This is an optimization exercise on Yosys and OpenROAD, whose aim is small area, a short achievable clock period and few clock cycles per item, not a production implementation.
Where RTL was checked, it was by simulation tests only, not by an equivalence proof against the original.
No functional check of the RTL was part of run 2.

==> flow/design.v, too long to show whole: its modules and the start of the top module <==
// module hsl_fa: 10 lines
// module hsl_ha: 9 lines
// module hsl_to_rgb_converter: 3590 lines
module hsl_to_rgb_converter (
	input  logic clk,
	input  logic arst_n,
	input  logic hsl_valid,
	output logic hsl_stall,
	input  hsl_pkg::hsl_t hsl,
	output logic rgb_valid,
	input  logic rgb_stall,
	output hsl_pkg::rgb_t rgb
);
  // ...
==> flow/flow/run.sh <==
#!/bin/bash
# Layout flow: the standard flow (standard.sh) unchanged, except that the
# port buffers that global placement inserts are buf_2 cells rather than the
# default choice. Its full output goes to standard.log in this folder.
cp standard.sh standard_sh.txt.log
export BUFFER_PORTS_ARGS="-buffer_cell sky130_fd_sc_hd__buf_2"
bash standard.sh > standard.log 2>&1
==> flow/standard.sh <==
#!/bin/bash
# synth_recipe.tcl (not shown) runs the flow's synth.tcl, then flattens the netlist and writes it again
# the make line also repeats each setting of config.mk as NAME=value (left out here)
make -C /OpenROAD-flow-scripts/flow DESIGN_CONFIG=/design/flow/config.mk WORK_HOME=/design/flow/orfs CLKGATE_MAP_FILE= SYNTH_SCRIPT=/design/flow/synth_recipe.tcl "${@:-finish}"
==> flow/config.mk <==
export PLATFORM = sky130hd
export DESIGN_NAME = hsl_to_rgb_converter
export DESIGN_NICKNAME = hsl_to_rgb_converter
export VERILOG_FILES = /design/flow/design.v
export SDC_FILE = /design/flow/constraint.sdc
export NUM_CORES = 4
export LEC_CHECK = 0
export CAP_MARGIN = 20
export CORE_MARGIN = 2
export CORE_UTILIZATION = 40
export SETUP_SLACK_MARGIN = 3.0
export SLEW_MARGIN = 20
export SYNTH_HIERARCHICAL = 1
export SYNTH_MINIMUM_KEEP_SIZE = 0
==> flow/constraint.sdc <==
create_clock -name core_clock -period 7.0 [get_ports {clk}]
set_input_delay 1.4000 -clock core_clock [delete_from_list [all_inputs] [get_ports {clk}]]
set_output_delay 1.4000 -clock core_clock [all_outputs]
set_load 0.01 [all_outputs]
==> impl_metrics.toml, run 1 <==
[worst_setup_path]
r2r_cells = 12
required_ps = 7270
crit_type = "reg -> reg"
crit_path_end = "ro[17]"
r2r_start = "r3[13]"

[final_layout]
largest-register = "r3"
fin_util = 0.4488
multi_input_area_sq_um = 11020
bufAreaShareNonClock = 0.03697

[grt]
antenna_found_initial = 1
overflow = 0
top_usage_layer = "met2"
grtUsageMet1 = 0.2428

[clock_network]
cts.reportedPaths.clkPinSlew_ps = 80

[status]
status = "timing/DRC/antenna clean"

[detailed_routing]
wl_per_cell_microns = 18.18
met1Wirelength_mm = 17.56

[timing]
rsz0062_at_grt = "true"
fin_crit_ps = 3861

[placed_design]
port_buffers = 62

[logic_synthesis]
syn_avg_cell_area_sq_um = 11.20
async_flop_share = 0.02151

[floorplanning]
coreArea_sq_um = 42230
Testbench counts, summed over its fixed seeds: cycles 16,032, items 16,000.
==> run 2, diff against run 1 <==
--- a/flow/design.v
+++ b/flow/design.v
@@ -102,17 +102,17 @@
 	logic [7:0] hl1;
 	logic [2:0] sec1;
 	logic [15:0] P1;
 	logic [11:0] G1;
 	logic [15:0] P2;
 	logic [8:0] l2;
 	logic [2:0] sec2;
 	logic [5:0] bo2, bt2, bn2;
-	logic [71:0] r3;
+	logic [65:0] r3;
 	logic [2:0] sec3;
 	logic [7:0] md, mx, mn;
 	logic w0;
 	logic w1;
 	logic w2;
 	logic w3;
 	logic w4;
 	logic w5;
@@ -1818,16 +1818,65 @@
 	logic w1705;
 	logic w1706;
 	logic w1707;
 	logic w1708;
 	logic w1709;
 	logic w1710;
 	logic w1711;
 	logic w1712;
+	logic w1713;
+	logic w1714;
+	logic w1715;
+	logic w1716;
+	logic w1717;
+	logic w1718;
+	logic w1719;
+	logic w1720;
+	logic w1721;
+	logic w1722;
+	logic w1723;
+	logic w1724;
+	logic w1725;
+	logic w1726;
+	logic w1727;
+	logic w1728;
+	logic w1729;
+	logic w1730;
+	logic w1731;
+	logic w1732;
+	logic w1733;
+	logic w1734;
+	logic w1735;
+	logic w1736;
+	logic w1737;
+	logic w1738;
+	logic w1739;
+	logic w1740;
+	logic w1741;
+	logic w1742;
+	logic w1743;
+	logic w1744;
+	logic w1745;
+	logic w1746;
+	logic w1747;
+	logic w1748;
+	logic w1749;
+	logic w1750;
+	logic w1751;
+	logic w1752;
+	logic w1753;
+	logic w1754;
+	logic w1755;
+	logic w1756;
+	logic w1757;
+	logic w1758;
+	logic w1759;
+	logic w1760;
+	logic w1761;
 	logic [8:0] s0, l0;
 	logic       gt0;
 	logic [7:0] L0;
 	logic [6:0] hr0;
 	logic [3:0] so0, st0, sn0;
 	logic       s40;
 	always_comb begin
 		s0  = {hsl.saturation[8], hsl.saturation[7:0] & {8{!hsl.saturation[8]}}};
@@ -2011,40 +2060,40 @@
 	always_comb begin
 		for (int k = 0; k < 6; k++) begin
 			bo1[k] = G1[2*k] ^ ((k == 0) ? 1'b0 : G1[2*k-1]);
 			bt1[k] = (G1[2*k+1] & !G1[2*k] & !((k == 0) ? 1'b0 : G1[2*k-1]))
 			       | (!G1[2*k+1] & G1[2*k] & ((k == 0) ? 1'b0 : G1[2*k-1]));
 			bn1[k] = G1[2*k+1];
 		end
 	end
-	assign md[0] = w1705;
-	assign mx[0] = r3[56];
-	assign mn[0] = r3[64];
-	assign md[1] = w1706;
-	assign mx[1] = r3[57];
-	assign mn[1] = r3[65];
-	assign md[2] = w1707;
-	assign mx[2] = r3[58];
-	assign mn[2] = r3[66];
-	assign md[3] = w1708;
-	assign mx[3] = r3[59];
-	assign mn[3] = r3[67];
-	assign md[4] = w1709;
-	assign mx[4] = r3[60];
-	assign mn[4] = r3[68];
-	assign md[5] = w1710;
-	assign mx[5] = r3[61];
-	assign mn[5] = r3[69];
-	assign md[6] = w1711;
-	assign mx[6] = r3[62];
-	assign mn[6] = r3[70];
-	assign md[7] = w1712;
-	assign mx[7] = r3[63];
-	assign mn[7] = r3[71];
+	assign md[0] = w1754;
+	assign mx[0] = r3[50];
+	assign mn[0] = r3[58];
+	assign md[1] = w1755;
+	assign mx[1] = r3[51];
+	assign mn[1] = r3[59];
+	assign md[2] = w1756;
+	assign mx[2] = r3[52];
+	assign mn[2] = r3[60];
+	assign md[3] = w1757;
+	assign mx[3] = r3[53];
+	assign mn[3] = r3[61];
+	assign md[4] = w1758;
+	assign mx[4] = r3[54];
+	assign mn[4] = r3[62];
+	assign md[5] = w1759;
+	assign mx[5] = r3[55];
+	assign mn[5] = r3[63];
+	assign md[6] = w1760;
+	assign mx[6] = r3[56];
+	assign mn[6] = r3[64];
+	assign md[7] = w1761;
+	assign mx[7] = r3[57];
+	assign mn[7] = r3[65];
 	assign w0 = so1[0] & L1[0];
 	assign w1 = w0 ^ sn1[0];
 	assign w2 = so1[0] & L1[1];
 	assign w3 = st1[0] & L1[0];
 	assign w4 = w2 | w3;
 	assign w5 = w4 ^ sn1[0];
 	assign w6 = so1[0] & L1[2];
 	assign w7 = st1[0] & L1[1];
@@ -3266,290 +3315,330 @@
 	assign w1378 = w1342 & w1343;
 	assign w1379 = w1344 & w1345;
 	assign w1380 = w1346 & w1347;
 	assign w1381 = w1378 & w1379;
 	assign w1382 = w1380 & w1348;
 	assign w1383 = w1381 & w1382;
 	assign w1384 = w1341 & w1383;
 	assign w1385 = w1230 ^ w1384;
-	hsl_ha u_w1386 (.a(r3[0]), .b(r3[1]), .s(w1386), .co(w1387));
-	hsl_ha u_w1388 (.a(r3[2]), .b(r3[9]), .s(w1388), .co(w1389));
-	hsl_fa u_w1390 (.a(r3[3]), .b(r3[4]), .c(r3[11]), .s(w1390), .co(w1391));
-	hsl_fa u_w1392 (.a(r3[5]), .b(r3[6]), .c(r3[13]), .s(w1392), .co(w1393));
-	hsl_fa u_w1394 (.a(r3[7]), .b(r3[8]), .c(r3[15]), .s(w1394), .co(w1395));
-	hsl_fa u_w1396 (.a(r3[9]), .b(r3[10]), .c(r3[17]), .s(w1396), .co(w1397));
-	hsl_fa u_w1398 (.a(r3[11]), .b(r3[12]), .c(r3[19]), .s(w1398), .co(w1399));
-	hsl_fa u_w1400 (.a(r3[13]), .b(r3[14]), .c(r3[21]), .s(w1400), .co(w1401));
-	hsl_fa u_w1402 (.a(r3[15]), .b(r3[16]), .c(r3[23]), .s(w1402), .co(w1403));
-	hsl_fa u_w1404 (.a(r3[17]), .b(r3[18]), .c(r3[25]), .s(w1404), .co(w1405));
-	hsl_fa u_w1406 (.a(r3[19]), .b(r3[20]), .c(r3[27]), .s(w1406), .co(w1407));
-	hsl_fa u_w1408 (.a(r3[21]), .b(r3[22]), .c(r3[29]), .s(w1408), .co(w1409));
-	hsl_fa u_w1410 (.a(r3[23]), .b(r3[24]), .c(r3[31]), .s(w1410), .co(w1411));
-	hsl_fa u_w1412 (.a(r3[25]), .b(r3[26]), .c(r3[33]), .s(w1412), .co(w1413));
-	hsl_fa u_w1414 (.a(r3[27]), .b(r3[28]), .c(r3[35]), .s(w1414), .co(w1415));
-	hsl_fa u_w1416 (.a(r3[29]), .b(r3[30]), .c(r3[37]), .s(w1416), .co(w1417));
-	hsl_fa u_w1418 (.a(r3[31]), .b(r3[32]), .c(r3[39]), .s(w1418), .co(w1419));
-	hsl_fa u_w1420 (.a(r3[33]), .b(r3[34]), .c(r3[41]), .s(w1420), .co(w1421));
-	hsl_fa u_w1422 (.a(r3[35]), .b(r3[36]), .c(r3[43]), .s(w1422), .co(w1423));
-	hsl_fa u_w1424 (.a(r3[37]), .b(r3[38]), .c(r3[45]), .s(w1424), .co(w1425));
-	hsl_fa u_w1426 (.a(r3[39]), .b(r3[40]), .c(r3[47]), .s(w1426), .co(w1427));
-	hsl_fa u_w1428 (.a(r3[41]), .b(r3[42]), .c(r3[49]), .s(w1428), .co(w1429));
-	hsl_fa u_w1430 (.a(r3[43]), .b(r3[44]), .c(r3[51]), .s(w1430), .co(w1431));
-	hsl_fa u_w1432 (.a(r3[45]), .b(r3[46]), .c(r3[53]), .s(w1432), .co(w1433));
-	assign w1434 = r3[47] ^ r3[48];
-	assign w1435 = ~w1434;
-	assign w1436 = r3[47] | r3[48];
-	hsl_ha u_w1437 (.a(1'b1), .b(r3[49]), .s(w1437), .co(w1438));
-	hsl_ha u_w1439 (.a(1'b1), .b(r3[51]), .s(w1439), .co(w1440));
-	hsl_ha u_w1441 (.a(r3[7]), .b(r3[8]), .s(w1441), .co(w1442));
-	hsl_fa u_w1443 (.a(r3[10]), .b(w1387), .c(w1388), .s(w1443), .co(w1444));
-	hsl_fa u_w1445 (.a(r3[12]), .b(w1389), .c(w1390), .s(w1445), .co(w1446));
-	hsl_fa u_w1447 (.a(r3[14]), .b(w1391), .c(w1392), .s(w1447), .co(w1448));
-	hsl_fa u_w1449 (.a(r3[16]), .b(w1393), .c(w1394), .s(w1449), .co(w1450));
-	hsl_fa u_w1451 (.a(r3[18]), .b(w1395), .c(w1396), .s(w1451), .co(w1452));
-	hsl_fa u_w1453 (.a(r3[20]), .b(w1397), .c(w1398), .s(w1453), .co(w1454));
-	hsl_fa u_w1455 (.a(r3[22]), .b(w1399), .c(w1400), .s(w1455), .co(w1456));
-	hsl_fa u_w1457 (.a(r3[24]), .b(w1401), .c(w1402), .s(w1457), .co(w1458));
-	hsl_fa u_w1459 (.a(r3[26]), .b(w1403), .c(w1404), .s(w1459), .co(w1460));
-	hsl_fa u_w1461 (.a(r3[28]), .b(w1405), .c(w1406), .s(w1461), .co(w1462));
-	hsl_fa u_w1463 (.a(r3[30]), .b(w1407), .c(w1408), .s(w1463), .co(w1464));
-	hsl_fa u_w1465 (.a(r3[32]), .b(w1409), .c(w1410), .s(w1465), .co(w1466));
-	hsl_fa u_w1467 (.a(r3[34]), .b(w1411), .c(w1412), .s(w1467), .co(w1468));
-	hsl_fa u_w1469 (.a(r3[36]), .b(w1413), .c(w1414), .s(w1469), .co(w1470));
-	hsl_fa u_w1471 (.a(r3[38]), .b(w1415), .c(w1416), .s(w1471), .co(w1472));
-	hsl_fa u_w1473 (.a(r3[40]), .b(w1417), .c(w1418), .s(w1473), .co(w1474));
-	hsl_fa u_w1475 (.a(r3[42]), .b(w1419), .c(w1420), .s(w1475), .co(w1476));
-	hsl_fa u_w1477 (.a(r3[44]), .b(w1421), .c(w1422), .s(w1477), .co(w1478));
-	hsl_fa u_w1479 (.a(r3[46]), .b(w1423), .c(w1424), .s(w1479), .co(w1480));
-	hsl_fa u_w1481 (.a(r3[48]), .b(w1425), .c(w1426), .s(w1481), .co(w1482));
-	hsl_fa u_w1483 (.a(r3[50]), .b(w1427), .c(w1428), .s(w1483), .co(w1484));
-	hsl_fa u_w1485 (.a(r3[52]), .b(w1429), .c(w1430), .s(w1485), .co(w1486));
-	hsl_fa u_w1487 (.a(r3[54]), .b(w1431), .c(w1432), .s(w1487), .co(w1488));
-	hsl_fa u_w1489 (.a(r3[55]), .b(w1435), .c(w1433), .s(w1489), .co(w1490));
-	hsl_fa u_w1491 (.a(r3[50]), .b(w1436), .c(w1437), .s(w1491), .co(w1492));
-	hsl_fa u_w1493 (.a(r3[52]), .b(w1438), .c(w1439), .s(w1493), .co(w1494));
-	assign w1495 = r3[0] & r3[1];
-	assign w1496 = r3[0] ^ r3[1];
-	assign w1497 = r3[3] & r3[4];
-	assign w1498 = r3[3] ^ r3[4];
-	assign w1499 = r3[5] & r3[6];
-	assign w1500 = r3[5] ^ r3[6];
-	assign w1501 = w1441 & w1386;
-	assign w1502 = w1441 ^ w1386;
-	assign w1503 = w1442 & w1443;
-	assign w1504 = w1442 ^ w1443;
-	assign w1505 = w1444 & w1445;
-	assign w1506 = w1444 ^ w1445;
-	assign w1507 = w1446 & w1447;
-	assign w1508 = w1446 ^ w1447;
-	assign w1509 = w1448 & w1449;
-	assign w1510 = w1448 ^ w1449;
-	assign w1511 = w1450 & w1451;
-	assign w1512 = w1450 ^ w1451;
-	assign w1513 = w1452 & w1453;
-	assign w1514 = w1452 ^ w1453;
-	assign w1515 = w1454 & w1455;
-	assign w1516 = w1454 ^ w1455;
-	assign w1517 = w1456 & w1457;
-	assign w1518 = w1456 ^ w1457;
-	assign w1519 = w1458 & w1459;
-	assign w1520 = w1458 ^ w1459;
-	assign w1521 = w1460 & w1461;
-	assign w1522 = w1460 ^ w1461;
-	assign w1523 = w1462 & w1463;
-	assign w1524 = w1462 ^ w1463;
-	assign w1525 = w1464 & w1465;
-	assign w1526 = w1464 ^ w1465;
-	assign w1527 = w1466 & w1467;
-	assign w1528 = w1466 ^ w1467;
-	assign w1529 = w1468 & w1469;
-	assign w1530 = w1468 ^ w1469;
-	assign w1531 = w1470 & w1471;
-	assign w1532 = w1470 ^ w1471;
-	assign w1533 = w1472 & w1473;
-	assign w1534 = w1472 ^ w1473;
-	assign w1535 = w1474 & w1475;
-	assign w1536 = w1474 ^ w1475;
-	assign w1537 = w1476 & w1477;
-	assign w1538 = w1476 ^ w1477;
-	assign w1539 = w1478 & w1479;
-	assign w1540 = w1478 ^ w1479;
-	assign w1541 = w1480 & w1481;
-	assign w1542 = w1480 ^ w1481;
-	assign w1543 = w1482 & w1483;
-	assign w1544 = w1482 ^ w1483;
-	assign w1545 = w1484 & w1485;
-	assign w1546 = w1484 ^ w1485;
-	assign w1547 = w1486 & w1487;
-	assign w1548 = w1486 ^ w1487;
-	assign w1549 = w1488 & w1489;
-	assign w1550 = w1488 ^ w1489;
-	assign w1551 = w1490 & w1491;
-	assign w1552 = w1490 ^ w1491;
-	assign w1553 = w1492 & w1493;
-	assign w1554 = w1492 ^ w1493;
-	assign w1555 = r3[2] & w1495;
-	assign w1556 = r3[2] & w1496;
-	assign w1557 = w1499 | (w1500 & w1497);
-	assign w1558 = w1500 & w1498;
-	assign w1559 = w1503 | (w1504 & w1501);
-	assign w1560 = w1504 & w1502;
-	assign w1561 = w1507 | (w1508 & w1505);
-	assign w1562 = w1508 & w1506;
-	assign w1563 = w1511 | (w1512 & w1509);
-	assign w1564 = w1512 & w1510;
-	assign w1565 = w1515 | (w1516 & w1513);
-	assign w1566 = w1516 & w1514;
-	assign w1567 = w1519 | (w1520 & w1517);
-	assign w1568 = w1520 & w1518;
-	assign w1569 = w1523 | (w1524 & w1521);
-	assign w1570 = w1524 & w1522;
-	assign w1571 = w1527 | (w1528 & w1525);
-	assign w1572 = w1528 & w1526;
-	assign w1573 = w1531 | (w1532 & w1529);
-	assign w1574 = w1532 & w1530;
-	assign w1575 = w1535 | (w1536 & w1533);
-	assign w1576 = w1536 & w1534;
-	assign w1577 = w1539 | (w1540 & w1537);
-	assign w1578 = w1540 & w1538;
-	assign w1579 = w1543 | (w1544 & w1541);
-	assign w1580 = w1544 & w1542;
-	assign w1581 = w1547 | (w1548 & w1545);
-	assign w1582 = w1548 & w1546;
-	assign w1583 = w1551 | (w1552 & w1549);
-	assign w1584 = w1552 & w1550;
-	assign w1585 = w1497 | (w1498 & w1555);
-	assign w1586 = w1498 & w1556;
-	assign w1587 = w1557 | (w1558 & w1555);
-	assign w1588 = w1558 & w1556;
-	assign w1589 = w1505 | (w1506 & w1559);
-	assign w1590 = w1506 & w1560;
-	assign w1591 = w1561 | (w1562 & w1559);
-	assign w1592 = w1562 & w1560;
-	assign w1593 = w1513 | (w1514 & w1563);
-	assign w1594 = w1514 & w1564;
-	assign w1595 = w1565 | (w1566 & w1563);
-	assign w1596 = w1566 & w1564;
-	assign w1597 = w1521 | (w1522 & w1567);
-	assign w1598 = w1522 & w1568;
-	assign w1599 = w1569 | (w1570 & w1567);
-	assign w1600 = w1570 & w1568;
-	assign w1601 = w1529 | (w1530 & w1571);
-	assign w1602 = w1530 & w1572;
-	assign w1603 = w1573 | (w1574 & w1571);
-	assign w1604 = w1574 & w1572;
-	assign w1605 = w1537 | (w1538 & w1575);
-	assign w1606 = w1538 & w1576;
-	assign w1607 = w1577 | (w1578 & w1575);
-	assign w1608 = w1578 & w1576;
-	assign w1609 = w1545 | (w1546 & w1579);
-	assign w1610 = w1546 & w1580;
-	assign w1611 = w1581 | (w1582 & w1579);
-	assign w1612 = w1582 & w1580;
-	assign w1613 = w1553 | (w1554 & w1583);
-	assign w1614 = w1554 & w1584;
-	assign w1615 = w1501 | (w1502 & w1587);
-	assign w1616 = w1502 & w1588;
-	assign w1617 = w1559 | (w1560 & w1587);
-	assign w1618 = w1560 & w1588;
-	assign w1619 = w1589 | (w1590 & w1587);
-	assign w1620 = w1590 & w1588;
-	assign w1621 = w1591 | (w1592 & w1587);
-	assign w1622 = w1592 & w1588;
-	assign w1623 = w1517 | (w1518 & w1595);
-	assign w1624 = w1518 & w1596;
-	assign w1625 = w1567 | (w1568 & w1595);
-	assign w1626 = w1568 & w1596;
-	assign w1627 = w1597 | (w1598 & w1595);
-	assign w1628 = w1598 & w1596;
-	assign w1629 = w1599 | (w1600 & w1595);
-	assign w1630 = w1600 & w1596;
-	assign w1631 = w1533 | (w1534 & w1603);
-	assign w1632 = w1534 & w1604;
-	assign w1633 = w1575 | (w1576 & w1603);
-	assign w1634 = w1576 & w1604;
-	assign w1635 = w1605 | (w1606 & w1603);
-	assign w1636 = w1606 & w1604;
-	assign w1637 = w1607 | (w1608 & w1603);
-	assign w1638 = w1608 & w1604;
-	assign w1639 = w1549 | (w1550 & w1611);
-	assign w1640 = w1550 & w1612;
-	assign w1641 = w1583 | (w1584 & w1611);
-	assign w1642 = w1584 & w1612;
-	assign w1643 = w1613 | (w1614 & w1611);
-	assign w1644 = w1614 & w1612;
-	assign w1645 = w1509 | (w1510 & w1621);
-	assign w1646 = w1510 & w1622;
-	assign w1647 = w1563 | (w1564 & w1621);
-	assign w1648 = w1564 & w1622;
-	assign w1649 = w1593 | (w1594 & w1621);
-	assign w1650 = w1594 & w1622;
-	assign w1651 = w1595 | (w1596 & w1621);
-	assign w1652 = w1596 & w1622;
-	assign w1653 = w1623 | (w1624 & w1621);
-	assign w1654 = w1624 & w1622;
-	assign w1655 = w1625 | (w1626 & w1621);
-	assign w1656 = w1626 & w1622;
-	assign w1657 = w1627 | (w1628 & w1621);
-	assign w1658 = w1628 & w1622;
-	assign w1659 = w1629 | (w1630 & w1621);
-	assign w1660 = w1630 & w1622;
-	assign w1661 = w1541 | (w1542 & w1637);
-	assign w1662 = w1542 & w1638;
-	assign w1663 = w1579 | (w1580 & w1637);
-	assign w1664 = w1580 & w1638;
-	assign w1665 = w1609 | (w1610 & w1637);
-	assign w1666 = w1610 & w1638;
-	assign w1667 = w1611 | (w1612 & w1637);
-	assign w1668 = w1612 & w1638;
-	assign w1669 = w1639 | (w1640 & w1637);
-	assign w1670 = w1640 & w1638;
-	assign w1671 = w1641 | (w1642 & w1637);
-	assign w1672 = w1642 & w1638;
-	assign w1673 = w1643 | (w1644 & w1637);
-	assign w1674 = w1644 & w1638;
-	assign w1675 = w1525 | (w1526 & w1659);
-	assign w1676 = w1526 & w1660;
-	assign w1677 = w1571 | (w1572 & w1659);
-	assign w1678 = w1572 & w1660;
-	assign w1679 = w1601 | (w1602 & w1659);
-	assign w1680 = w1602 & w1660;
-	assign w1681 = w1603 | (w1604 & w1659);
-	assign w1682 = w1604 & w1660;
-	assign w1683 = w1631 | (w1632 & w1659);
-	assign w1684 = w1632 & w1660;
-	assign w1685 = w1633 | (w1634 & w1659);
-	assign w1686 = w1634 & w1660;
-	assign w1687 = w1635 | (w1636 & w1659);
-	assign w1688 = w1636 & w1660;
-	assign w1689 = w1637 | (w1638 & w1659);
-	assign w1690 = w1638 & w1660;
-	assign w1691 = w1661 | (w1662 & w1659);
-	assign w1692 = w1662 & w1660;
-	assign w1693 = w1663 | (w1664 & w1659);
-	assign w1694 = w1664 & w1660;
-	assign w1695 = w1665 | (w1666 & w1659);
-	assign w1696 = w1666 & w1660;
-	assign w1697 = w1667 | (w1668 & w1659);
-	assign w1698 = w1668 & w1660;
-	assign w1699 = w1669 | (w1670 & w1659);
-	assign w1700 = w1670 & w1660;
-	assign w1701 = w1671 | (w1672 & w1659);
-	assign w1702 = w1672 & w1660;
-	assign w1703 = w1673 | (w1674 & w1659);
-	assign w1704 = w1674 & w1660;
-	assign w1705 = w1540 ^ w1687;
-	assign w1706 = w1542 ^ w1689;
-	assign w1707 = w1544 ^ w1691;
-	assign w1708 = w1546 ^ w1693;
-	assign w1709 = w1548 ^ w1695;
-	assign w1710 = w1550 ^ w1697;
-	assign w1711 = w1552 ^ w1699;
-	assign w1712 = w1554 ^ w1701;
+	assign w1386 = bn2[0] & w344;
+	assign w1387 = bn2[0] ^ w344;
+	assign w1388 = w900 & w352;
+	assign w1389 = w900 ^ w352;
+	assign w1390 = w901 & w902;
+	assign w1391 = w901 ^ w902;
+	assign w1392 = w903 & w904;
+	assign w1393 = w903 ^ w904;
+	assign w1394 = w905 & w906;
+	assign w1395 = w905 ^ w906;
+	assign w1396 = w907 & w908;
+	assign w1397 = w907 ^ w908;
+	assign w1398 = w909 & w910;
+	assign w1399 = w909 ^ w910;
+	assign w1400 = w348 & w1386;
+	assign w1401 = w348 & w1387;
+	assign w1402 = w1390 | (w1391 & w1388);
+	assign w1403 = w1391 & w1389;
+	assign w1404 = w1394 | (w1395 & w1392);
+	assign w1405 = w1395 & w1393;
+	assign w1406 = w1398 | (w1399 & w1396);
+	assign w1407 = w1399 & w1397;
+	assign w1408 = w1388 | (w1389 & w1400);
+	assign w1409 = w1389 & w1401;
+	assign w1410 = w1402 | (w1403 & w1400);
+	assign w1411 = w1403 & w1401;
+	assign w1412 = w1396 | (w1397 & w1404);
+	assign w1413 = w1397 & w1405;
+	assign w1414 = w1406 | (w1407 & w1404);
+	assign w1415 = w1407 & w1405;
+	assign w1416 = w1392 | (w1393 & w1410);
+	assign w1417 = w1393 & w1411;
+	assign w1418 = w1404 | (w1405 & w1410);
+	assign w1419 = w1405 & w1411;
+	assign w1420 = w1412 | (w1413 & w1410);
+	assign w1421 = w1413 & w1411;
+	assign w1422 = w1414 | (w1415 & w1410);
+	assign w1423 = w1415 & w1411;
+	assign w1424 = w348 ^ w1386;
+	assign w1425 = w1389 ^ w1400;
+	assign w1426 = w1391 ^ w1408;
+	assign w1427 = w1393 ^ w1410;
+	assign w1428 = w1395 ^ w1416;
+	assign w1429 = w1397 ^ w1418;
+	assign w1430 = w1399 ^ w1420;
+	hsl_ha u_w1431 (.a(r3[8]), .b(r3[9]), .s(w1431), .co(w1432));
+	hsl_ha u_w1433 (.a(r3[11]), .b(r3[12]), .s(w1433), .co(w1434));
+	hsl_ha u_w1435 (.a(r3[13]), .b(r3[14]), .s(w1435), .co(w1436));
+	hsl_ha u_w1437 (.a(r3[15]), .b(r3[16]), .s(w1437), .co(w1438));
+	hsl_ha u_w1439 (.a(r3[17]), .b(r3[18]), .s(w1439), .co(w1440));
+	hsl_ha u_w1441 (.a(r3[19]), .b(r3[20]), .s(w1441), .co(w1442));
+	hsl_ha u_w1443 (.a(r3[21]), .b(r3[22]), .s(w1443), .co(w1444));
+	hsl_ha u_w1445 (.a(r3[23]), .b(r3[24]), .s(w1445), .co(w1446));
+	hsl_ha u_w1447 (.a(r3[25]), .b(r3[26]), .s(w1447), .co(w1448));
+	hsl_ha u_w1449 (.a(r3[27]), .b(r3[28]), .s(w1449), .co(w1450));
+	hsl_ha u_w1451 (.a(r3[29]), .b(r3[30]), .s(w1451), .co(w1452));
+	hsl_ha u_w1453 (.a(r3[31]), .b(r3[32]), .s(w1453), .co(w1454));
+	hsl_ha u_w1455 (.a(r3[33]), .b(r3[34]), .s(w1455), .co(w1456));
+	hsl_ha u_w1457 (.a(r3[35]), .b(r3[36]), .s(w1457), .co(w1458));
+	hsl_ha u_w1459 (.a(r3[37]), .b(r3[38]), .s(w1459), .co(w1460));
+	hsl_ha u_w1461 (.a(r3[39]), .b(r3[40]), .s(w1461), .co(w1462));
+	hsl_ha u_w1463 (.a(1'b1), .b(r3[41]), .s(w1463), .co(w1464));
+	hsl_ha u_w1465 (.a(r3[4]), .b(r3[8]), .s(w1465), .co(w1466));
+	hsl_ha u_w1467 (.a(r3[5]), .b(r3[11]), .s(w1467), .co(w1468));
+	hsl_ha u_w1469 (.a(r3[6]), .b(r3[13]), .s(w1469), .co(w1470));
+	hsl_ha u_w1471 (.a(r3[7]), .b(r3[15]), .s(w1471), .co(w1472));
+	hsl_fa u_w1473 (.a(r3[10]), .b(r3[17]), .c(r3[18]), .s(w1473), .co(w1474));
+	hsl_fa u_w1475 (.a(r3[19]), .b(r3[20]), .c(w1432), .s(w1475), .co(w1476));
+	hsl_fa u_w1477 (.a(r3[21]), .b(r3[22]), .c(w1434), .s(w1477), .co(w1478));
+	hsl_fa u_w1479 (.a(r3[23]), .b(r3[24]), .c(w1436), .s(w1479), .co(w1480));
+	hsl_fa u_w1481 (.a(r3[25]), .b(r3[26]), .c(w1438), .s(w1481), .co(w1482));
+	hsl_fa u_w1483 (.a(r3[27]), .b(r3[28]), .c(w1440), .s(w1483), .co(w1484));
+	hsl_fa u_w1485 (.a(r3[29]), .b(r3[30]), .c(w1442), .s(w1485), .co(w1486));
+	hsl_fa u_w1487 (.a(r3[31]), .b(r3[32]), .c(w1444), .s(w1487), .co(w1488));
+	hsl_fa u_w1489 (.a(r3[33]), .b(r3[34]), .c(w1446), .s(w1489), .co(w1490));
+	hsl_fa u_w1491 (.a(r3[35]), .b(r3[36]), .c(w1448), .s(w1491), .co(w1492));
+	hsl_fa u_w1493 (.a(r3[37]), .b(r3[38]), .c(w1450), .s(w1493), .co(w1494));
+	hsl_fa u_w1495 (.a(r3[39]), .b(r3[40]), .c(w1452), .s(w1495), .co(w1496));
+	hsl_fa u_w1497 (.a(r3[41]), .b(r3[42]), .c(w1454), .s(w1497), .co(w1498));
+	hsl_fa u_w1499 (.a(r3[43]), .b(r3[44]), .c(w1456), .s(w1499), .co(w1500));
+	hsl_fa u_w1501 (.a(r3[45]), .b(r3[46]), .c(w1458), .s(w1501), .co(w1502));
+	hsl_fa u_w1503 (.a(r3[47]), .b(r3[48]), .c(w1460), .s(w1503), .co(w1504));
+	hsl_fa u_w1505 (.a(r3[42]), .b(r3[49]), .c(w1462), .s(w1505), .co(w1506));
+	assign w1507 = r3[43] ^ r3[44];
+	assign w1508 = ~w1507;
+	assign w1509 = r3[43] | r3[44];
+	hsl_ha u_w1510 (.a(1'b1), .b(r3[45]), .s(w1510), .co(w1511));
+	hsl_ha u_w1512 (.a(r3[9]), .b(r3[10]), .s(w1512), .co(w1513));
+	hsl_fa u_w1514 (.a(r3[12]), .b(w1466), .c(w1467), .s(w1514), .co(w1515));
+	hsl_fa u_w1516 (.a(r3[14]), .b(w1468), .c(w1469), .s(w1516), .co(w1517));
+	hsl_fa u_w1518 (.a(r3[16]), .b(w1470), .c(w1471), .s(w1518), .co(w1519));
+	hsl_fa u_w1520 (.a(w1472), .b(w1431), .c(w1473), .s(w1520), .co(w1521));
+	hsl_fa u_w1522 (.a(w1433), .b(w1474), .c(w1475), .s(w1522), .co(w1523));
+	hsl_fa u_w1524 (.a(w1435), .b(w1476), .c(w1477), .s(w1524), .co(w1525));
+	hsl_fa u_w1526 (.a(w1437), .b(w1478), .c(w1479), .s(w1526), .co(w1527));
+	hsl_fa u_w1528 (.a(w1439), .b(w1480), .c(w1481), .s(w1528), .co(w1529));
+	hsl_fa u_w1530 (.a(w1441), .b(w1482), .c(w1483), .s(w1530), .co(w1531));
+	hsl_fa u_w1532 (.a(w1443), .b(w1484), .c(w1485), .s(w1532), .co(w1533));
+	hsl_fa u_w1534 (.a(w1445), .b(w1486), .c(w1487), .s(w1534), .co(w1535));
+	hsl_fa u_w1536 (.a(w1447), .b(w1488), .c(w1489), .s(w1536), .co(w1537));
+	hsl_fa u_w1538 (.a(w1449), .b(w1490), .c(w1491), .s(w1538), .co(w1539));
+	hsl_fa u_w1540 (.a(w1451), .b(w1492), .c(w1493), .s(w1540), .co(w1541));
+	hsl_fa u_w1542 (.a(w1453), .b(w1494), .c(w1495), .s(w1542), .co(w1543));
+	hsl_fa u_w1544 (.a(w1455), .b(w1496), .c(w1497), .s(w1544), .co(w1545));
+	hsl_fa u_w1546 (.a(w1457), .b(w1498), .c(w1499), .s(w1546), .co(w1547));
+	hsl_fa u_w1548 (.a(w1459), .b(w1500), .c(w1501), .s(w1548), .co(w1549));
+	hsl_fa u_w1550 (.a(w1461), .b(w1502), .c(w1503), .s(w1550), .co(w1551));
+	hsl_fa u_w1552 (.a(w1463), .b(w1504), .c(w1505), .s(w1552), .co(w1553));
+	hsl_fa u_w1554 (.a(w1464), .b(w1508), .c(w1506), .s(w1554), .co(w1555));
+	hsl_fa u_w1556 (.a(r3[46]), .b(w1509), .c(w1510), .s(w1556), .co(w1557));
+	assign w1558 = r3[0] & r3[4];
+	assign w1559 = r3[0] ^ r3[4];
+	assign w1560 = r3[1] & r3[5];
+	assign w1561 = r3[1] ^ r3[5];
+	assign w1562 = r3[2] & r3[6];
+	assign w1563 = r3[2] ^ r3[6];
+	assign w1564 = r3[3] & r3[7];
+	assign w1565 = r3[3] ^ r3[7];
+	assign w1566 = w1512 & w1465;
+	assign w1567 = w1512 ^ w1465;
+	assign w1568 = w1513 & w1514;
+	assign w1569 = w1513 ^ w1514;
+	assign w1570 = w1515 & w1516;
+	assign w1571 = w1515 ^ w1516;
+	assign w1572 = w1517 & w1518;
+	assign w1573 = w1517 ^ w1518;
+	assign w1574 = w1519 & w1520;
+	assign w1575 = w1519 ^ w1520;
+	assign w1576 = w1521 & w1522;
+	assign w1577 = w1521 ^ w1522;
+	assign w1578 = w1523 & w1524;
+	assign w1579 = w1523 ^ w1524;
+	assign w1580 = w1525 & w1526;
+	assign w1581 = w1525 ^ w1526;
+	assign w1582 = w1527 & w1528;
+	assign w1583 = w1527 ^ w1528;
+	assign w1584 = w1529 & w1530;
+	assign w1585 = w1529 ^ w1530;
+	assign w1586 = w1531 & w1532;
+	assign w1587 = w1531 ^ w1532;
+	assign w1588 = w1533 & w1534;
+	assign w1589 = w1533 ^ w1534;
+	assign w1590 = w1535 & w1536;
+	assign w1591 = w1535 ^ w1536;
+	assign w1592 = w1537 & w1538;
+	assign w1593 = w1537 ^ w1538;
+	assign w1594 = w1539 & w1540;
+	assign w1595 = w1539 ^ w1540;
+	assign w1596 = w1541 & w1542;
+	assign w1597 = w1541 ^ w1542;
+	assign w1598 = w1543 & w1544;
+	assign w1599 = w1543 ^ w1544;
+	assign w1600 = w1545 & w1546;
+	assign w1601 = w1545 ^ w1546;
+	assign w1602 = w1547 & w1548;
+	assign w1603 = w1547 ^ w1548;
+	assign w1604 = w1549 & w1550;
+	assign w1605 = w1549 ^ w1550;
+	assign w1606 = w1551 & w1552;
+	assign w1607 = w1551 ^ w1552;
+	assign w1608 = w1553 & w1554;
+	assign w1609 = w1553 ^ w1554;
+	assign w1610 = w1555 & w1556;
+	assign w1611 = w1555 ^ w1556;
+	assign w1612 = r3[1] & r3[0];
+	assign w1613 = r3[3] & r3[2];
+	assign w1614 = w1560 | (w1561 & w1558);
+	assign w1615 = w1561 & w1559;
+	assign w1616 = w1564 | (w1565 & w1562);
+	assign w1617 = w1565 & w1563;
+	assign w1618 = w1568 | (w1569 & w1566);
+	assign w1619 = w1569 & w1567;
+	assign w1620 = w1572 | (w1573 & w1570);
+	assign w1621 = w1573 & w1571;
+	assign w1622 = w1576 | (w1577 & w1574);
+	assign w1623 = w1577 & w1575;
+	assign w1624 = w1580 | (w1581 & w1578);
+	assign w1625 = w1581 & w1579;
+	assign w1626 = w1584 | (w1585 & w1582);
+	assign w1627 = w1585 & w1583;
+	assign w1628 = w1588 | (w1589 & w1586);
+	assign w1629 = w1589 & w1587;
+	assign w1630 = w1592 | (w1593 & w1590);
+	assign w1631 = w1593 & w1591;
+	assign w1632 = w1596 | (w1597 & w1594);
+	assign w1633 = w1597 & w1595;
+	assign w1634 = w1600 | (w1601 & w1598);
+	assign w1635 = w1601 & w1599;
+	assign w1636 = w1604 | (w1605 & w1602);
+	assign w1637 = w1605 & w1603;
+	assign w1638 = w1608 | (w1609 & w1606);
+	assign w1639 = w1609 & w1607;
+	assign w1640 = r3[2] & w1612;
+	assign w1641 = w1613 & w1612;
+	assign w1642 = w1562 | (w1563 & w1614);
+	assign w1643 = w1563 & w1615;
+	assign w1644 = w1616 | (w1617 & w1614);
+	assign w1645 = w1617 & w1615;
+	assign w1646 = w1570 | (w1571 & w1618);
+	assign w1647 = w1571 & w1619;
+	assign w1648 = w1620 | (w1621 & w1618);
+	assign w1649 = w1621 & w1619;
+	assign w1650 = w1578 | (w1579 & w1622);
+	assign w1651 = w1579 & w1623;
+	assign w1652 = w1624 | (w1625 & w1622);
+	assign w1653 = w1625 & w1623;
+	assign w1654 = w1586 | (w1587 & w1626);
+	assign w1655 = w1587 & w1627;
+	assign w1656 = w1628 | (w1629 & w1626);
+	assign w1657 = w1629 & w1627;
+	assign w1658 = w1594 | (w1595 & w1630);
+	assign w1659 = w1595 & w1631;
+	assign w1660 = w1632 | (w1633 & w1630);
+	assign w1661 = w1633 & w1631;
+	assign w1662 = w1602 | (w1603 & w1634);
+	assign w1663 = w1603 & w1635;
+	assign w1664 = w1636 | (w1637 & w1634);
+	assign w1665 = w1637 & w1635;
+	assign w1666 = w1610 | (w1611 & w1638);
+	assign w1667 = w1611 & w1639;
+	assign w1668 = w1559 & w1641;
+	assign w1669 = w1615 & w1641;
+	assign w1670 = w1643 & w1641;
+	assign w1671 = w1645 & w1641;
+	assign w1672 = w1574 | (w1575 & w1648);
+	assign w1673 = w1575 & w1649;
+	assign w1674 = w1622 | (w1623 & w1648);
+	assign w1675 = w1623 & w1649;
+	assign w1676 = w1650 | (w1651 & w1648);
+	assign w1677 = w1651 & w1649;
+	assign w1678 = w1652 | (w1653 & w1648);
+	assign w1679 = w1653 & w1649;
+	assign w1680 = w1590 | (w1591 & w1656);
+	assign w1681 = w1591 & w1657;
+	assign w1682 = w1630 | (w1631 & w1656);
+	assign w1683 = w1631 & w1657;
+	assign w1684 = w1658 | (w1659 & w1656);
+	assign w1685 = w1659 & w1657;
+	assign w1686 = w1660 | (w1661 & w1656);
+	assign w1687 = w1661 & w1657;
+	assign w1688 = w1606 | (w1607 & w1664);
+	assign w1689 = w1607 & w1665;
+	assign w1690 = w1638 | (w1639 & w1664);
+	assign w1691 = w1639 & w1665;
+	assign w1692 = w1666 | (w1667 & w1664);
+	assign w1693 = w1667 & w1665;
+	assign w1694 = w1566 | (w1567 & w1644);
+	assign w1695 = w1567 & w1671;
+	assign w1696 = w1618 | (w1619 & w1644);
+	assign w1697 = w1619 & w1671;
+	assign w1698 = w1646 | (w1647 & w1644);
+	assign w1699 = w1647 & w1671;
+	assign w1700 = w1648 | (w1649 & w1644);
+	assign w1701 = w1649 & w1671;
+	assign w1702 = w1672 | (w1673 & w1644);
+	assign w1703 = w1673 & w1671;
+	assign w1704 = w1674 | (w1675 & w1644);
+	assign w1705 = w1675 & w1671;
+	assign w1706 = w1676 | (w1677 & w1644);
+	assign w1707 = w1677 & w1671;
+	assign w1708 = w1678 | (w1679 & w1644);
+	assign w1709 = w1679 & w1671;
+	assign w1710 = w1598 | (w1599 & w1686);
+	assign w1711 = w1599 & w1687;
+	assign w1712 = w1634 | (w1635 & w1686);
+	assign w1713 = w1635 & w1687;
+	assign w1714 = w1662 | (w1663 & w1686);
+	assign w1715 = w1663 & w1687;
+	assign w1716 = w1664 | (w1665 & w1686);
+	assign w1717 = w1665 & w1687;
+	assign w1718 = w1688 | (w1689 & w1686);
+	assign w1719 = w1689 & w1687;
+	assign w1720 = w1690 | (w1691 & w1686);
+	assign w1721 = w1691 & w1687;
+	assign w1722 = w1692 | (w1693 & w1686);
+	assign w1723 = w1693 & w1687;
+	assign w1724 = w1582 | (w1583 & w1708);
+	assign w1725 = w1583 & w1709;
+	assign w1726 = w1626 | (w1627 & w1708);
+	assign w1727 = w1627 & w1709;
+	assign w1728 = w1654 | (w1655 & w1708);
+	assign w1729 = w1655 & w1709;
+	assign w1730 = w1656 | (w1657 & w1708);
+	assign w1731 = w1657 & w1709;
+	assign w1732 = w1680 | (w1681 & w1708);
+	assign w1733 = w1681 & w1709;
+	assign w1734 = w1682 | (w1683 & w1708);
+	assign w1735 = w1683 & w1709;
+	assign w1736 = w1684 | (w1685 & w1708);
+	assign w1737 = w1685 & w1709;
+	assign w1738 = w1686 | (w1687 & w1708);
+	assign w1739 = w1687 & w1709;
+	assign w1740 = w1710 | (w1711 & w1708);
+	assign w1741 = w1711 & w1709;
+	assign w1742 = w1712 | (w1713 & w1708);
+	assign w1743 = w1713 & w1709;
+	assign w1744 = w1714 | (w1715 & w1708);
+	assign w1745 = w1715 & w1709;
+	assign w1746 = w1716 | (w1717 & w1708);
+	assign w1747 = w1717 & w1709;
+	assign w1748 = w1718 | (w1719 & w1708);
+	assign w1749 = w1719 & w1709;
+	assign w1750 = w1720 | (w1721 & w1708);
+	assign w1751 = w1721 & w1709;
+	assign w1752 = w1722 | (w1723 & w1708);
+	assign w1753 = w1723 & w1709;
+	assign w1754 = w1597 ^ w1736;
+	assign w1755 = w1599 ^ w1738;
+	assign w1756 = w1601 ^ w1740;
+	assign w1757 = w1603 ^ w1742;
+	assign w1758 = w1605 ^ w1744;
+	assign w1759 = w1607 ^ w1746;
+	assign w1760 = w1609 ^ w1748;
+	assign w1761 = w1611 ^ w1750;
 	always_ff @(posedge clk) begin
 		if (adv) begin
 			so1  <= so0;
 			st1  <= st0;
 			sn1  <= sn0;
 			s41  <= s40;
 			gt1  <= gt0;
 			L1   <= L0;
@@ -3557,88 +3646,82 @@
 			sec1 <= hr0[6:4];
 			hl1  <= hsl.hue[7:0];
 			P2   <= P1;
 			bo2  <= bo1;
 			bt2  <= bt1;
 			bn2  <= bn1;
 			l2   <= l1;
 			sec2 <= sec1;
-			r3[0] <= bn2[0];
-			r3[1] <= w344;
-			r3[2] <= w348;
-			r3[3] <= w900;
-			r3[4] <= w352;
-			r3[5] <= w901;
-			r3[6] <= w902;
-			r3[7] <= w903;
-			r3[8] <= w904;
-			r3[9] <= w905;
-			r3[10] <= w906;
-			r3[11] <= w907;
-			r3[12] <= w908;
-			r3[13] <= w909;
-			r3[14] <= w910;
-			r3[15] <= w911;
-			r3[16] <= w912;
-			r3[17] <= w913;
-			r3[18] <= w914;
-			r3[19] <= w915;
-			r3[20] <= w916;
-			r3[21] <= w917;
-			r3[22] <= w918;
-			r3[23] <= w919;
-			r3[24] <= w920;
-			r3[25] <= w921;
-			r3[26] <= w922;
-			r3[27] <= w923;
-			r3[28] <= w924;
-			r3[29] <= w925;
-			r3[30] <= w926;
-			r3[31] <= w927;
-			r3[32] <= w928;
-			r3[33] <= w929;
-			r3[34] <= w930;
-			r3[35] <= w931;
-			r3[36] <= w932;
-			r3[37] <= w933;
-			r3[38] <= w934;
-			r3[39] <= w935;
-			r3[40] <= w936;
-			r3[41] <= w937;
-			r3[42] <= w938;
-			r3[43] <= w939;
-			r3[44] <= w940;
-			r3[45] <= w941;
-			r3[46] <= w942;
-			r3[47] <= w943;
-			r3[48] <= w944;
-			r3[49] <= w945;
-			r3[50] <= w946;
-			r3[51] <= w947;
-			r3[52] <= w948;
-			r3[53] <= w949;
-			r3[54] <= w950;
-			r3[55] <= w951;
-			r3[56] <= w1128;
-			r3[57] <= w1130;
-			r3[58] <= w1133;
-			r3[59] <= w1137;
-			r3[60] <= w1142;
-			r3[61] <= w1148;
-			r3[62] <= w1155;
-			r3[63] <= w1163;
-			r3[64] <= w1350;
-			r3[65] <= w1352;
-			r3[66] <= w1355;
-			r3[67] <= w1359;
-			r3[68] <= w1364;
-			r3[69] <= w1370;
-			r3[70] <= w1377;
-			r3[71] <= w1385;
+			r3[0] <= w1387;
+			r3[1] <= w1424;
+			r3[2] <= w1425;
+			r3[3] <= w1426;
+			r3[4] <= w1427;
+			r3[5] <= w1428;
+			r3[6] <= w1429;
+			r3[7] <= w1430;
+			r3[8] <= w911;
+			r3[9] <= w912;
+			r3[10] <= w1422;
+			r3[11] <= w913;
+			r3[12] <= w914;
+			r3[13] <= w915;
+			r3[14] <= w916;
+			r3[15] <= w917;
+			r3[16] <= w918;
+			r3[17] <= w919;
+			r3[18] <= w920;
+			r3[19] <= w921;
+			r3[20] <= w922;
+			r3[21] <= w923;
+			r3[22] <= w924;
+			r3[23] <= w925;
+			r3[24] <= w926;
+			r3[25] <= w927;
+			r3[26] <= w928;
+			r3[27] <= w929;
+			r3[28] <= w930;
+			r3[29] <= w931;
+			r3[30] <= w932;
+			r3[31] <= w933;
+			r3[32] <= w934;
+			r3[33] <= w935;
+			r3[34] <= w936;
+			r3[35] <= w937;
+			r3[36] <= w938;
+			r3[37] <= w939;
+			r3[38] <= w940;
+			r3[39] <= w941;
+			r3[40] <= w942;
+			r3[41] <= w943;
+			r3[42] <= w944;
+			r3[43] <= w945;
+			r3[44] <= w946;
+			r3[45] <= w947;
+			r3[46] <= w948;
+			r3[47] <= w949;
+			r3[48] <= w950;
+			r3[49] <= w951;
+			r3[50] <= w1128;
+			r3[51] <= w1130;
+			r3[52] <= w1133;
+			r3[53] <= w1137;
+			r3[54] <= w1142;
+			r3[55] <= w1148;
+			r3[56] <= w1155;
+			r3[57] <= w1163;
+			r3[58] <= w1350;
+			r3[59] <= w1352;
+			r3[60] <= w1355;
+			r3[61] <= w1359;
+			r3[62] <= w1364;
+			r3[63] <= w1370;
+			r3[64] <= w1377;
+			r3[65] <= w1385;
 			sec3 <= sec2;
 		end
 	end
 	hsl_pkg::rgb_t y, ro;
 	always_comb begin
 		case (sec3)
 			3'd0:    y = {mx, md, mn};
 			3'd1:    y = {md, mx, mn};
==> flow/run.sh (new file) <==
#!/bin/bash
# synth_recipe.tcl (not shown) runs the flow's synth.tcl, then flattens the netlist and writes it again
# the make line also repeats each setting of config.mk as NAME=value (left out here)
make -C /OpenROAD-flow-scripts/flow DESIGN_CONFIG=/design/flow/config.mk WORK_HOME=/design/flow/orfs CLKGATE_MAP_FILE= SYNTH_SCRIPT=/design/flow/synth_recipe.tcl finish
==> flow/config.mk (replaced) <==
export PLATFORM = sky130hd
export DESIGN_NAME = hsl_to_rgb_converter
export DESIGN_NICKNAME = hsl_to_rgb_converter
export VERILOG_FILES = /design/flow/design.v
export SDC_FILE = /design/flow/constraint.sdc
export NUM_CORES = 4
export LEC_CHECK = 0
export CAP_MARGIN = 20
export CORE_MARGIN = 2
export CORE_UTILIZATION = 40
export CTS_BUF_LIST = sky130_fd_sc_hd__clkbuf_8
export CTS_CLUSTER_SIZE = 40
export SETUP_SLACK_MARGIN = 3.0
export SLEW_MARGIN = 20
export SYNTH_HIERARCHICAL = 1
export SYNTH_MINIMUM_KEEP_SIZE = 0
removed: flow/flow/run.sh
removed: flow/standard.sh
==> impl_metrics.toml, run 2 <==
[detailed_routing]
routed_wl_mm = 39.65
ant_nets = 0
num_vias = 11710
vias_per_cell = 5.418
wl_per_cell_microns = 18.35
drt-initial-drc-count = 860
drc = 0
drtPass1Iterations = 5

[logic_synthesis]
synth_cell_types = 72
synth_common_cells = "xnor2_1, edfxtp_1, ha_1, fa_1, a22oi_1"
synth_edf_count = 176
synth-simple-area-share = 0.08234
synth_top_family_by_area = "adder cells"
ys_ff_latch = 180
synth-main-ff-cell = "edfxtp_1"
synth_compound_area_frac = 0.1307
synthTopCellsByArea = "edfxtp_1, fa_1, ha_1"
synthCells = 1537
synthMuxAreaShare = 0.009271
synth_xor_area_frac = 0.1083
synth_fa_ha_area_frac = 0.3133
yosysWarnings = 7
synth_top_area_share = 0.3083
syn-cell-area_sq_um = 17140
async_flop_share = 0.02222
yosysSeqAreaShare = 0.3142
yosys.cell_count.top_type = "xnor2_1"
yosysTopAreaCell = "edfxtp_1"
syn_avg_cell_area_sq_um = 11.15

[worst_hold_path]
holdCritPathClass = "reg -> reg"

[timing]
fmax_ghz = 0.2537
slew_violations = 0
worstMarginPinSlew_ps = 1078
timing.final.crit_share = 0.5630
rsz0062_at_grt = "true"
finalSetupViolations = 0
fin_skew_ps = 18.67
slew_headroom = 0.2811
fin_crit_ps = 3941
hold_viol_final = 0
fin_ws_ps = 3059
fin_tns_setup_ps = 0

[final_layout]
mostFrequentLayoutCell = "xnor2_1"
diodes = 0
syn2layout_area_growth_pct = 13.89
fillers = 3786
reg_top3 = "r3: 66 flops, ro: 24 flops, P2: 16 flops"
largest-register = "r3"
largest_register_ffs = 66
multi_input_area_sq_um = 11440
seq_area_sq_um = 5385
layout.nets = 1979
drive_gt1_frac = 0.1171
layout_common_cells = "xnor2_1, edfxtp_1, fa_1"

[grt]
grt_max_degree = 80
antenna_found_initial = 0
grt_pass1_vias = 11930
overflow = 0
grt_pass1_wl_mm = 63.80
track_usage = 0.1831

[clock_network]
cts_sinks = 180
cts_buffers = 17
cts_buffer_depth = 2
htree_levels = 4
hold_buffers = 0
cts_tree = "done"
cts_root_buf = "clkbuf_8"
cts.reportedPaths.clkPinSlew_ps = 110
insertion_delay_ps = 520

[worst_setup_path]
r2r_cells = 12
required_ps = 7270
crit_path_end = "ro[22]"
cp_common_cell = "fa_1"
r2r_start = "r3[18]"
cpPeakStageDelay_ps = 550
cp.depth = 12
cp_max_fo = 4
worstPathArrival_ps = 4210
cp_num_buf_inv = 1
cp-start-kind = "register"
path_cells = "ha_2 -> fa_1 -> fa_1 -> ha_1 -> nand4_1 -> or4_4 -> o211ai_4 -> nand3_2 -> a31oi_4 -> buf_6 -> xor2_4 -> a221o_1"
rr_endpoint = "ro[22]"
cp_top_family = "adder cells"
crit_start = "r3[18]"
rrSetupSlack_ps = 3060
crit_type = "reg -> reg"
worstSetupEndpointType = "register"
crit_path_top_delay_cell = "or4_4"

[floorplanning]
dieHeight_microns = 211.0
die_w_microns = 211.0
initial_core_util = 0.4068
dieArea_sq_um = 44520
io_pins = 63
coreArea_sq_um = 42130
placementRows = 75

[placed_design]
port_buffers = 62
place_hpwl_mm = 28.21
gp_congestion = 0.8590
dp_slack_ps = 2703

[status]
status = "timing/DRC/antenna clean"

[flow_run]
max_cap_violations = 0
-- run 2: cell count changes in the layout (fill, tap and decap cells not counted), moves of 7 or more --
cell / previous run / this run
a21oi_1: 62 / 47
buf_2: 62 / 0
buf_4: 52 / 81
clkbuf_16: 17 / 0
clkbuf_8: 0 / 17
clkdlybuf4s50_1: 0 / 61
fa_1: 169 / 162
ha_1: 148 / 160
inv_1: 97 / 90
nor2_1: 67 / 55
nor3b_1: 9 / 2
o211ai_1: 9 / 2
o22ai_1: 18 / 8
xnor2_1: 176 / 183
-- run 2: metal layers --
| layer | track usage | vias to the layer above | routed length, microns |
|---|---|---|---|
| li1 | - | 5559 | - |
| met1 | 0.2423 | 5821 | 17680 |
| met2 | 0.3017 | 265 | 19400 |
| met3 | 0.02721 | 63 | 1436 |
| met4 | 0.07528 | 0 | 1130 |
| met5 | 0 | - | 0 |
-- run 2: metrics by stage --
step                  util  area (sq um)  cells  hold WS (ps)
floorplan                -         17180   1543         400.3
global placement    0.4326         18230   2061         405.0
detailed placement  0.4326         18230   2061         409.3
CTS                 0.4478         18870   2104         428.2
global route        0.4633         19520   2161         432.2
finish              0.4633         19520   2161         420.0
-- run 2: worst min-delay path by stage --
| stage | from | end | slack [ps] | cells past startpoint |
|---|---|---|---|---|
| after floorplan | sec1[1] | sec2[1] | 400 | 0 |
| after global placement | sec1[2] | sec2[2] | 410 | 0 |
| after detailed placement | sec1[1] | sec2[1] | 410 | 0 |
| after CTS | sec1[1] | sec2[1] | 430 | 0 |
| after global routing | sec1[1] | sec2[1] | 430 | 0 |
| final | sec1[1] | sec2[1] | 420 | 0 |
-- run 2: cell families (layout without fill, tap and decap cells) --
group | count (synthesis) | after routing
other cells | 1 | 7
xor+xnor | 212 | 212
flops | 180 | 180
fa+ha+maj | 332 | 332
compound gates | 322 | 322
mux | 14 | 14
simple gates | 286 | 287
buf+inv | 190 | 268
-- run 2: per-module statistics from Yosys (local to each module, per instance) --
module | area, sq um | flip-flops and latches | cells inside
hsl_ha | 12.51 | 0 | 1
hsl_fa | 20.02 | 0 | 1
hsl_to_rgb_converter | 13280 | 180 | 1320
-- run 2: repair_timing --
| item | 4_1_cts | 5_1_grt |
|---|---|---|
| endpoints found under the setup margin | 23 | 28 |
| setup buffers | 11 | 56 |
| gates resized for setup | 23 | 41 |
| gates cloned | 1 | 0 |
| pin swaps | 14 | 26 |
-- run 2: layout make-up --
cell class | instances | share of cell area
tap | 539 | 0.03455
inverter | 90 | 0.01731
sequential | 180 | 0.2759
clock inverter | 14 | 0.008653
multi-input combinational | 1174 | 0.5860
clock buffer | 17 | 0.01199
timing repair buffer | 147 | 0.06570
-- run 2: worst register-to-register path, delay by kind of cell (launching register included) --
| kind | cells | cell delay [ps] |
|---|---|---|
| fa+ha+maj | 4 | 1430 |
| buf+inv | 1 | 140 |
| compound gates | 3 | 810 |
| simple gates | 3 | 800 |
| flops | 1 | 430 |
| xor+xnor | 1 | 80 |

port drivers added, routing unchanged:
The results above use ideal ports. As a check the final layouts listed here were re-extracted and re-timed, cells and wires unchanged.
Step 1: set_driving_cell puts a clkbuf_16 on clk and a buf_2 on each other input, an assumption about the parent block.
Step 2 also shifts input and output timing later by t, the mid clock arrival at the registers, as if the neighbouring blocks saw the same clock.
Three values: ideal, step 1, step 2; two values: the first two.
| run | t, ns | setup slack, ns | clock arrival spread, ns |
|---|---|---|---|
| run 1 | 0.497 | 3.139 / 3.139 / 3.139 | 0.016 / 0.015 |
| run 2 | 0.555 | 3.059 / 3.059 / 2.962 | 0.018 / 0.019 |
After both steps setup and hold are still met in every run listed. For run 2, which loses most, drivers alone change the setup slack by 0.000 ns; drivers and shift together by -0.097 ns.
